Context: an optimization exercise on an open-source flow, tuned for small area. The choices shown serve that exercise and are no tape-out recipe. At most, simulation tests tie the RTL to the original design; equivalence was not proved. Power is estimated from default activity; no workload was simulated.

==> flow/design.v (excerpt) <==
module io_fabric (
  input  logic                          clk_i,
  input  logic                          reset_i,
  input  logic                          req_valid_i,
  input  logic [io_pkg::AddrWidth-1:0]  req_addr_i,
  input  logic                          req_wr_i,
  input  logic [io_pkg::DataWidth-1:0]  req_wdata_i,
  input  logic [6:1]                    irq_i,
  output logic                          rsp_valid_o,
  output logic [io_pkg::DataWidth-1:0]  rsp_rdata_o,
  output logic                          rsp_err_o,
  output logic [io_pkg::NumHarts-1:0]   msip_o,
  output logic [io_pkg::NumHarts-1:0]   mtip_o,
  output logic [io_pkg::NumHarts-1:0]   eip_o
);
  logic        clint_hit, plic_hit;
  logic        wr, rd;
  logic [15:0] co;
  logic [21:0] po;
  logic        msip_hit, cmp_hit, time_hit;
  logic        pend_hit, en_hit, claim_hit;
  assign clint_hit = req_addr_i[31:16] == 16'h1140;
  assign plic_hit  = req_addr_i[31:22] == 10'h044;
  assign wr = req_valid_i & req_wr_i;
  assign rd = req_valid_i & ~req_wr_i;
  assign co = req_addr_i[15:0];
  assign po = req_addr_i[21:0];
  assign msip_hit  = clint_hit && co[15:3] == 13'h0000;
  assign cmp_hit   = clint_hit && co[15:4] == 12'h400;
  assign time_hit  = clint_hit && co[15:3] == 13'h17FF;
  assign pend_hit  = plic_hit && po == 22'h001000;
  assign en_hit    = plic_hit && po[21:8] == 14'h0020 && po[6:0] == 7'h00;
  assign claim_hit = plic_hit && po[21:13] == 9'h100 && po[11:0] == 12'h004;
  logic [63:0] mt_q;
  logic        lag_q;
  logic [1:0]  presc_q;
  logic [63:0] mt_now;
  logic        twr_lo, twr_hi;
  ...
Size: roughly 1,900 cells after synthesis, ~240 flip-flops.
make LEC_CHECK=0 CAP_MARGIN=20 CORE_MARGIN=2 CORE_UTILIZATION=40 SLEW_MARGIN=20 finish   # period 4.0 ns
run.sh (not shown) runs the stock make flow with config.mk's settings and CLKGATE_MAP_FILE= SYNTH_SCRIPT=/design/flow/synth_recipe.tcl, a recipe that flattens the netlist after the stock synthesis.
The first run ran to the end with no violations.
Then changed:
--- a/flow/design.v
+++ b/flow/design.v
@@ -33,42 +33,44 @@
   assign po = req_addr_i[21:0];
   assign msip_hit  = clint_hit && co[15:3] == 13'h0000;
   assign cmp_hit   = clint_hit && co[15:4] == 12'h400;
   assign time_hit  = clint_hit && co[15:3] == 13'h17FF;
   assign pend_hit  = plic_hit && po == 22'h001000;
   assign en_hit    = plic_hit && po[21:8] == 14'h0020 && po[6:0] == 7'h00;
   assign claim_hit = plic_hit && po[21:13] == 9'h100 && po[11:0] == 12'h004;
   logic [63:0] mt_q;
-  logic        lag_q;
   logic [1:0]  presc_q;
-  logic [63:0] mt_now;
+  logic        tick;
+  logic [63:0] mt_inc;
   logic        twr_lo, twr_hi;
-  always_comb begin
-    for (int i = 0; i < 64; i++) begin
-      mt_now[i] = (lag_q && &(mt_q | ~((64'd1 << i) - 64'd1))) ? ~mt_q[i] : mt_q[i];
-    end
-  end
   assign twr_lo = wr & time_hit & ~co[2];
   assign twr_hi = wr & time_hit & co[2];
+  assign tick   = &presc_q & ~twr_lo & ~twr_hi;
+  always_comb begin
+    for (int i = 0; i < 64; i++) begin
+      mt_inc[i] = &(mt_q | ~((64'd1 << i) - 64'd1)) ? ~mt_q[i] : mt_q[i];
+    end
+  end
   always_ff @(posedge clk_i) begin
     if (reset_i) begin
       mt_q    <= '0;
-      lag_q   <= 1'b0;
       presc_q <= '0;
     end else begin
-      mt_q[31:0]  <= twr_lo ? req_wdata_i : mt_now[31:0];
-      mt_q[63:32] <= twr_hi ? req_wdata_i : mt_now[63:32];
-      if (twr_lo || twr_hi) begin
-        lag_q   <= 1'b0;
-        presc_q <= '0;
-      end else begin
-        lag_q   <= &presc_q;
-        presc_q <= presc_q + 2'd1;
-      end
+      if (twr_lo) begin
+        mt_q[31:0] <= req_wdata_i;
+      end else if (tick) begin
+        mt_q[31:0] <= mt_inc[31:0];
+      end
+      if (twr_hi) begin
+        mt_q[63:32] <= req_wdata_i;
+      end else if (tick) begin
+        mt_q[63:32] <= mt_inc[63:32];
+      end
+      presc_q <= (twr_lo || twr_hi) ? 2'd0 : presc_q + 2'd1;
     end
   end
   logic [3:0][31:0] cmpn_q;   
   logic [1:0]       msip_q;
   logic [1:0]       mtip_q;
   always_ff @(posedge clk_i) begin
     for (int k = 0; k < 4; k++) begin
       if (reset_i) begin
@@ -115,18 +117,18 @@
     end else if (wr && msip_hit) begin
       msip_q[co[2]] <= req_wdata_i[0];
     end
   end
   always_ff @(posedge clk_i) begin
     if (reset_i) begin
       mtip_q <= '0;
     end else begin
-      mtip_q[0] <= ge(mt_now, {cmpn_q[1], cmpn_q[0]});
-      mtip_q[1] <= ge(mt_now, {cmpn_q[3], cmpn_q[2]});
+      mtip_q[0] <= ge(mt_q, {cmpn_q[1], cmpn_q[0]});
+      mtip_q[1] <= ge(mt_q, {cmpn_q[3], cmpn_q[2]});
     end
   end
   logic [6:1]      pend_q, clm_q;
   logic [1:0][7:1] en_q;
   logic [1:0]      eip_q;
   logic [7:1]      claim_en;
   logic [6:1]      cand, grant;
   logic [2:0]      claim_id;
@@ -205,22 +207,31 @@
     err_q   <= !(clint_hit || plic_hit);
     small_q <= small_d;
     for (int k = 0; k < 4; k++) begin
       sel_cmp_q[k] <= !req_wr_i && cmp_hit && co[3:2] == k[1:0];
     end
     sel_time_q[0] <= !req_wr_i && time_hit && !co[2];
     sel_time_q[1] <= !req_wr_i && time_hit && co[2];
   end
+  logic [31:0] time_word, time_rd;
+  logic        time_borrow;
+  assign time_word   = sel_time_q[1] ? mt_q[63:32] : mt_q[31:0];
+  assign time_borrow = presc_q == 2'd0 && (sel_time_q[0] || mt_q[31:0] == 32'd0);
+  always_comb begin
+    for (int i = 0; i < 32; i++) begin
+      time_rd[i] = (time_borrow && ~|(time_word & ((32'd1 << i) - 32'd1))) ? ~time_word[i]
+                                                                            : time_word[i];
+    end
+  end
   always_comb begin
     rsp_rdata_o = {24'd0, small_q};
     for (int k = 0; k < 4; k++) begin
       rsp_rdata_o = rsp_rdata_o | ({32{sel_cmp_q[k]}} & ~cmpn_q[k]);
     end
-    rsp_rdata_o = rsp_rdata_o | ({32{sel_time_q[0]}} & mt_q[31:0])
-                              | ({32{sel_time_q[1]}} & mt_q[63:32]);
+    rsp_rdata_o = rsp_rdata_o | ({32{|sel_time_q}} & time_rd);
   end
   assign rsp_valid_o = rsp_valid_q;
   assign rsp_err_o   = err_q;
   assign msip_o      = msip_q;
   assign mtip_o      = mtip_q;
   assign eip_o       = eip_q;
 endmodule
The changed run reached the layout checks and failed them: negative setup slack.
Total power grows by 5.8%.
Setup slack got worse by 0.23 ns.
Critical path depth shrinks by 5.
Maximum frequency shrinks by 5.6%.
Synthesized area barely changes.
Clock-buffer cell count grows by 6.
Cell area is about the same.
Routed wire length grows by 0.74%.
Worst hold slack improved by 0.021 ns.
Synthesized cell count shrinks by 2.6%.
Utilization barely changes.
Cell count shrinks by 4.1%.
Global-route usage hardly moves.
Clock power grows by about 2%.
No run of this note included a check of the RTL's function; only the layout flow was run.


The RTL this note starts from:
==> flow/design.v <==
package io_pkg;
  localparam int AddrWidth = 32;
  localparam int DataWidth = 32;
  localparam int NumHarts = 2;
endpackage
`timescale 1ns/1ps
module io_fabric (
  input  logic                          clk_i,
  input  logic                          reset_i,
  input  logic                          req_valid_i,
  input  logic [io_pkg::AddrWidth-1:0]  req_addr_i,
  input  logic                          req_wr_i,
  input  logic [io_pkg::DataWidth-1:0]  req_wdata_i,
  input  logic [6:1]                    irq_i,
  output logic                          rsp_valid_o,
  output logic [io_pkg::DataWidth-1:0]  rsp_rdata_o,
  output logic                          rsp_err_o,
  output logic [io_pkg::NumHarts-1:0]   msip_o,
  output logic [io_pkg::NumHarts-1:0]   mtip_o,
  output logic [io_pkg::NumHarts-1:0]   eip_o
);
  logic        clint_hit, plic_hit;
  logic        wr, rd;
  logic [15:0] co;
  logic [21:0] po;
  logic        msip_hit, cmp_hit, time_hit;
  logic        pend_hit, en_hit, claim_hit;
  assign clint_hit = req_addr_i[31:16] == 16'h1140;
  assign plic_hit  = req_addr_i[31:22] == 10'h044;
  assign wr = req_valid_i & req_wr_i;
  assign rd = req_valid_i & ~req_wr_i;
  assign co = req_addr_i[15:0];
  assign po = req_addr_i[21:0];
  assign msip_hit  = clint_hit && co[15:3] == 13'h0000;
  assign cmp_hit   = clint_hit && co[15:4] == 12'h400;
  assign time_hit  = clint_hit && co[15:3] == 13'h17FF;
  assign pend_hit  = plic_hit && po == 22'h001000;
  assign en_hit    = plic_hit && po[21:8] == 14'h0020 && po[6:0] == 7'h00;
  assign claim_hit = plic_hit && po[21:13] == 9'h100 && po[11:0] == 12'h004;
  logic [63:0] mt_q;
  logic [1:0]  presc_q;
  logic        tick;
  logic [63:0] mt_inc;
  logic        twr_lo, twr_hi;
  assign twr_lo = wr & time_hit & ~co[2];
  assign twr_hi = wr & time_hit & co[2];
  assign tick   = &presc_q & ~twr_lo & ~twr_hi;
  logic [7:0]  byte_cin;
  logic [64:0] mt_c;
  always_comb begin
    for (int k = 0; k < 8; k++) begin
      byte_cin[k] = tick;
      for (int j = 0; j < k; j++) begin
        byte_cin[k] = byte_cin[k] & (&mt_q[8*j +: 8]);
      end
    end
    mt_c = '0;
    for (int k = 0; k < 8; k++) begin
      mt_c[8*k] = byte_cin[k];
      for (int i = 8*k; i < 8*k + 8; i++) begin
        mt_inc[i]  = mt_q[i] ^ mt_c[i];
        mt_c[i+1]  = mt_q[i] & mt_c[i];
      end
    end
  end
  always_ff @(posedge clk_i) begin
    if (reset_i) begin
      mt_q    <= '0;
      presc_q <= '0;
    end else begin
      mt_q[31:0]  <= twr_lo ? req_wdata_i : mt_inc[31:0];
      mt_q[63:32] <= twr_hi ? req_wdata_i : mt_inc[63:32];
      presc_q <= (twr_lo || twr_hi) ? 2'd0 : presc_q + 2'd1;
    end
  end
  logic [3:0][31:0] cmpn_q;   
  logic [1:0]       msip_q;
  logic [1:0]       mtip_q;
  logic [31:0] cmp_load_d;
  logic [3:0]  cmp_load;
  assign cmp_load_d = ~(req_wdata_i | {32{reset_i}});
  always_comb begin
    for (int k = 0; k < 4; k++) begin
      cmp_load[k] = reset_i || (wr && cmp_hit && co[3:2] == k[1:0]);
    end
  end
  always_ff @(posedge clk_i) begin
    for (int k = 0; k < 4; k++) begin
      if (cmp_load[k]) begin
        cmpn_q[k] <= cmp_load_d;
      end
    end
  end
  function automatic logic ge(input logic [63:0] x, input logic [63:0] yn);
    logic [63:0] g, p;
    logic [31:0] g1, p1;
    logic [15:0] g2, p2;
    logic [7:0]  g3, p3;
    logic [3:0]  g4, p4;
    logic [1:0]  g5, p5;
    g = x & yn;
    p = x | yn;
    for (int i = 0; i < 32; i++) begin
      g1[i] = g[2*i+1] | p[2*i+1] & g[2*i];
      p1[i] = p[2*i+1] & p[2*i];
    end
    for (int i = 0; i < 16; i++) begin
      g2[i] = g1[2*i+1] | p1[2*i+1] & g1[2*i];
      p2[i] = p1[2*i+1] & p1[2*i];
    end
    for (int i = 0; i < 8; i++) begin
      g3[i] = g2[2*i+1] | p2[2*i+1] & g2[2*i];
      p3[i] = p2[2*i+1] & p2[2*i];
    end
    for (int i = 0; i < 4; i++) begin
      g4[i] = g3[2*i+1] | p3[2*i+1] & g3[2*i];
      p4[i] = p3[2*i+1] & p3[2*i];
    end
    for (int i = 0; i < 2; i++) begin
      g5[i] = g4[2*i+1] | p4[2*i+1] & g4[2*i];
      p5[i] = p4[2*i+1] & p4[2*i];
    end
    ge = g5[1] | p5[1] & g5[0] | p5[1] & p5[0];
  endfunction
  always_ff @(posedge clk_i) begin
    if (reset_i) begin
      msip_q <= '0;
    end else if (wr && msip_hit) begin
      msip_q[co[2]] <= req_wdata_i[0];
    end
  end
  always_ff @(posedge clk_i) begin
    if (reset_i) begin
      mtip_q <= '0;
    end else begin
      mtip_q[0] <= ge(mt_q, {cmpn_q[1], cmpn_q[0]});
      mtip_q[1] <= ge(mt_q, {cmpn_q[3], cmpn_q[2]});
    end
  end
  logic [6:1]      pend_q, clm_q;
  logic [1:0][7:1] en_q;
  logic [1:0]      eip_q;
  logic [7:1]      claim_en;
  logic [6:1]      cand, grant;
  logic [2:0]      claim_id;
  logic            complete;
  assign claim_en = po[12] ? en_q[1] : en_q[0];
  assign cand     = pend_q & claim_en[6:1];
  always_comb begin
    grant = '0;
    for (int n = 6; n >= 1; n--) begin
      if (cand[n]) grant = 6'(1) << (n - 1);
    end
    claim_id = '0;
    for (int n = 1; n <= 6; n++) begin
      if (grant[n]) claim_id = n[2:0];
    end
  end
  assign complete = wr & claim_hit;
  always_ff @(posedge clk_i) begin
    for (int n = 1; n <= 6; n++) begin
      if (reset_i) begin
        pend_q[n] <= 1'b0;
        clm_q[n]  <= 1'b0;
      end else if (pend_q[n]) begin
        if (rd && claim_hit && grant[n]) begin
          pend_q[n] <= 1'b0;
          clm_q[n]  <= 1'b1;
        end
      end else if (clm_q[n]) begin
        if (complete && req_wdata_i[2:0] == n[2:0]) begin
          clm_q[n] <= 1'b0;
        end
      end else begin
        pend_q[n] <= irq_i[n];
      end
    end
  end
  logic [7:1] en_load_d;
  logic [1:0] en_load;
  assign en_load_d = req_wdata_i[7:1] & ~{7{reset_i}};
  always_comb begin
    for (int c = 0; c < 2; c++) begin
      en_load[c] = reset_i || (wr && en_hit && po[7] == c[0]);
    end
  end
  always_ff @(posedge clk_i) begin
    for (int c = 0; c < 2; c++) begin
      if (en_load[c]) begin
        en_q[c] <= en_load_d;
      end
    end
  end
  always_ff @(posedge clk_i) begin
    if (reset_i) begin
      eip_q <= '0;
    end else begin
      eip_q[0] <= |(pend_q & en_q[0][6:1]);
      eip_q[1] <= |(pend_q & en_q[1][6:1]);
    end
  end
  logic        rsp_valid_q;
  logic        err_q;
  logic [31:0] rdata_d, rdata_q;
  logic [3:0] rd_cmp;
  logic [1:0] rd_time;
  logic       rd_msip, rd_pend, rd_en, rd_claim;
  always_comb begin
    for (int k = 0; k < 4; k++) begin
      rd_cmp[k] = !req_wr_i && cmp_hit && co[3:2] == k[1:0];
    end
    rd_time[0] = !req_wr_i && time_hit && !co[2];
    rd_time[1] = !req_wr_i && time_hit && co[2];
    rd_msip    = !req_wr_i && msip_hit;
    rd_pend    = !req_wr_i && pend_hit;
    rd_en      = !req_wr_i && en_hit;
    rd_claim   = !req_wr_i && claim_hit;
    rdata_d = '0;
    for (int k = 0; k < 4; k++) begin
      rdata_d = rdata_d | ({32{rd_cmp[k]}} & ~cmpn_q[k]);
    end
    rdata_d = rdata_d | ({32{rd_time[0]}} & mt_q[31:0]) | ({32{rd_time[1]}} & mt_q[63:32]);
    rdata_d[0]   = rdata_d[0] | (rd_msip & msip_q[co[2]]);
    rdata_d[6:1] = rdata_d[6:1] | ({6{rd_pend}} & pend_q);
    rdata_d[7:1] = rdata_d[7:1] | ({7{rd_en}} & (po[7] ? en_q[1] : en_q[0]));
    rdata_d[2:0] = rdata_d[2:0] | ({3{rd_claim}} & claim_id);
  end
  always_ff @(posedge clk_i) begin
    if (reset_i) begin
      rsp_valid_q <= 1'b0;
    end else begin
      rsp_valid_q <= req_valid_i;
    end
  end
  always_ff @(posedge clk_i) begin
    err_q   <= !(clint_hit || plic_hit);
    rdata_q <= rdata_d;
  end
  assign rsp_rdata_o = rdata_q;
  assign rsp_valid_o = rsp_valid_q;
  assign rsp_err_o   = err_q;
  assign msip_o      = msip_q;
  assign mtip_o      = mtip_q;
  assign eip_o       = eip_q;
endmodule
Settings: LEC_CHECK=0, CAP_MARGIN=0, CORE_MARGIN=2, CORE_UTILIZATION=60, CTS_BUF_LIST=sky130_fd_sc_hd__clkbuf_16, CTS_CLUSTER_DIAMETER=200, CTS_CLUSTER_SIZE=30, GPL_TIMING_DRIVEN=0, PLACE_DENSITY=0.75, SLEW_MARGIN=0; clock period 4.0 ns.
standard.sh (not shown) runs the stock make flow with config.mk's settings and CLKGATE_MAP_FILE= SYNTH_SCRIPT=/design/flow/synth_recipe.tcl, a recipe that flattens the netlist after the stock synthesis.
==> flow/flow/run.sh <==
#!/bin/bash
# The standard layout, with every port buffered by the smallest buffer
# cell instead of the default choice. All of make's output goes to
# standard.log in this folder; ORFS's per-step logs stay under orfs/logs/.
set -euo pipefail
export BUFFER_PORTS_ARGS="-buffer_cell sky130_fd_sc_hd__buf_1"
bash standard.sh > standard.log 2>&1
The starting point passed the timing, DRC and antenna checks.
==> next run, changes <==
--- a/flow/design.v
+++ b/flow/design.v
@@ -42,27 +42,27 @@
   logic        tick;
   logic [63:0] mt_inc;
   logic        twr_lo, twr_hi;
   assign twr_lo = wr & time_hit & ~co[2];
   assign twr_hi = wr & time_hit & co[2];
   assign tick   = &presc_q & ~twr_lo & ~twr_hi;
-  logic [7:0]  byte_cin;
+  logic [15:0] nib_cin;
   logic [64:0] mt_c;
   always_comb begin
-    for (int k = 0; k < 8; k++) begin
-      byte_cin[k] = tick;
+    for (int k = 0; k < 16; k++) begin
+      nib_cin[k] = tick;
       for (int j = 0; j < k; j++) begin
-        byte_cin[k] = byte_cin[k] & (&mt_q[8*j +: 8]);
+        nib_cin[k] = nib_cin[k] & (&mt_q[4*j +: 4]);
       end
     end
     mt_c = '0;
-    for (int k = 0; k < 8; k++) begin
-      mt_c[8*k] = byte_cin[k];
-      for (int i = 8*k; i < 8*k + 8; i++) begin
-        mt_inc[i]  = mt_q[i] ^ mt_c[i];
-        mt_c[i+1]  = mt_q[i] & mt_c[i];
+    for (int k = 0; k < 16; k++) begin
+      mt_c[4*k] = nib_cin[k];
+      for (int i = 4*k; i < 4*k + 4; i++) begin
+        mt_inc[i] = mt_q[i] ^ mt_c[i];
+        mt_c[i+1] = mt_q[i] & mt_c[i];
       end
     end
   end
   always_ff @(posedge clk_i) begin
     if (reset_i) begin
       mt_q    <= '0;
The new run finished with timing, DRC and antenna clean. Design area is higher slightly. Worst hold slack degrades by 0.014 ns. Clock-buffer cell count is unchanged. Sequential share of layout area is lower by 0.53 points. Non-clock buffer count is higher by 6. Synthesized area is higher slightly. Power is higher slightly. Wire length is lower by a few percent. Worst setup slack improves by 0.46 ns.
Function not checked in the second run of this note: the RTL went through the layout flow alone.

static timing again, ports no longer ideal:
The flow's constraints put no driver on any port. The routed layouts listed below were extracted and timed again, unchanged, in two steps. Step 1 assumes that a clkbuf_16 drives the clock port and a buf_2 every other input. Step 2 times the ports against the registers' clock, not the clock port: input delays grow and output delays shrink by t, the midpoint of the rising clock arrivals with the driver on. Slacks: ideal / step 1 / step 2; pairs: ideal / step 1.
run | t, ns | slack for setup (ns) | worst hold slack (ns) | worst register clock-pin slew, ns
the first run of note 1 | 0.627 | 0.169 / 0.169 / -0.071 | 0.442 / 0.442 / 0.442 | 0.06 / 0.06
the second run of note 1 | 0.611 | -0.059 / -0.109 / 0.048 | 0.463 / 0.463 / 0.463 | 0.07 / 0.07
the first run of note 2 | 0.545 | 0.068 / 0.094 / -0.451 | 0.457 / 0.457 / 0.457 | 0.12 / 0.12
the second run of note 2 | 0.548 | 0.524 / 0.524 / 0.152 | 0.443 / 0.443 / 0.443 | 0.12 / 0.12
With both steps, setup timing fails in the first run of note 1 and the first run of note 2, where it was met with ideal ports. For the first run of note 2, which loses most, drivers alone change the setup slack by +0.026 ns; drivers and shift together by -0.519 ns.
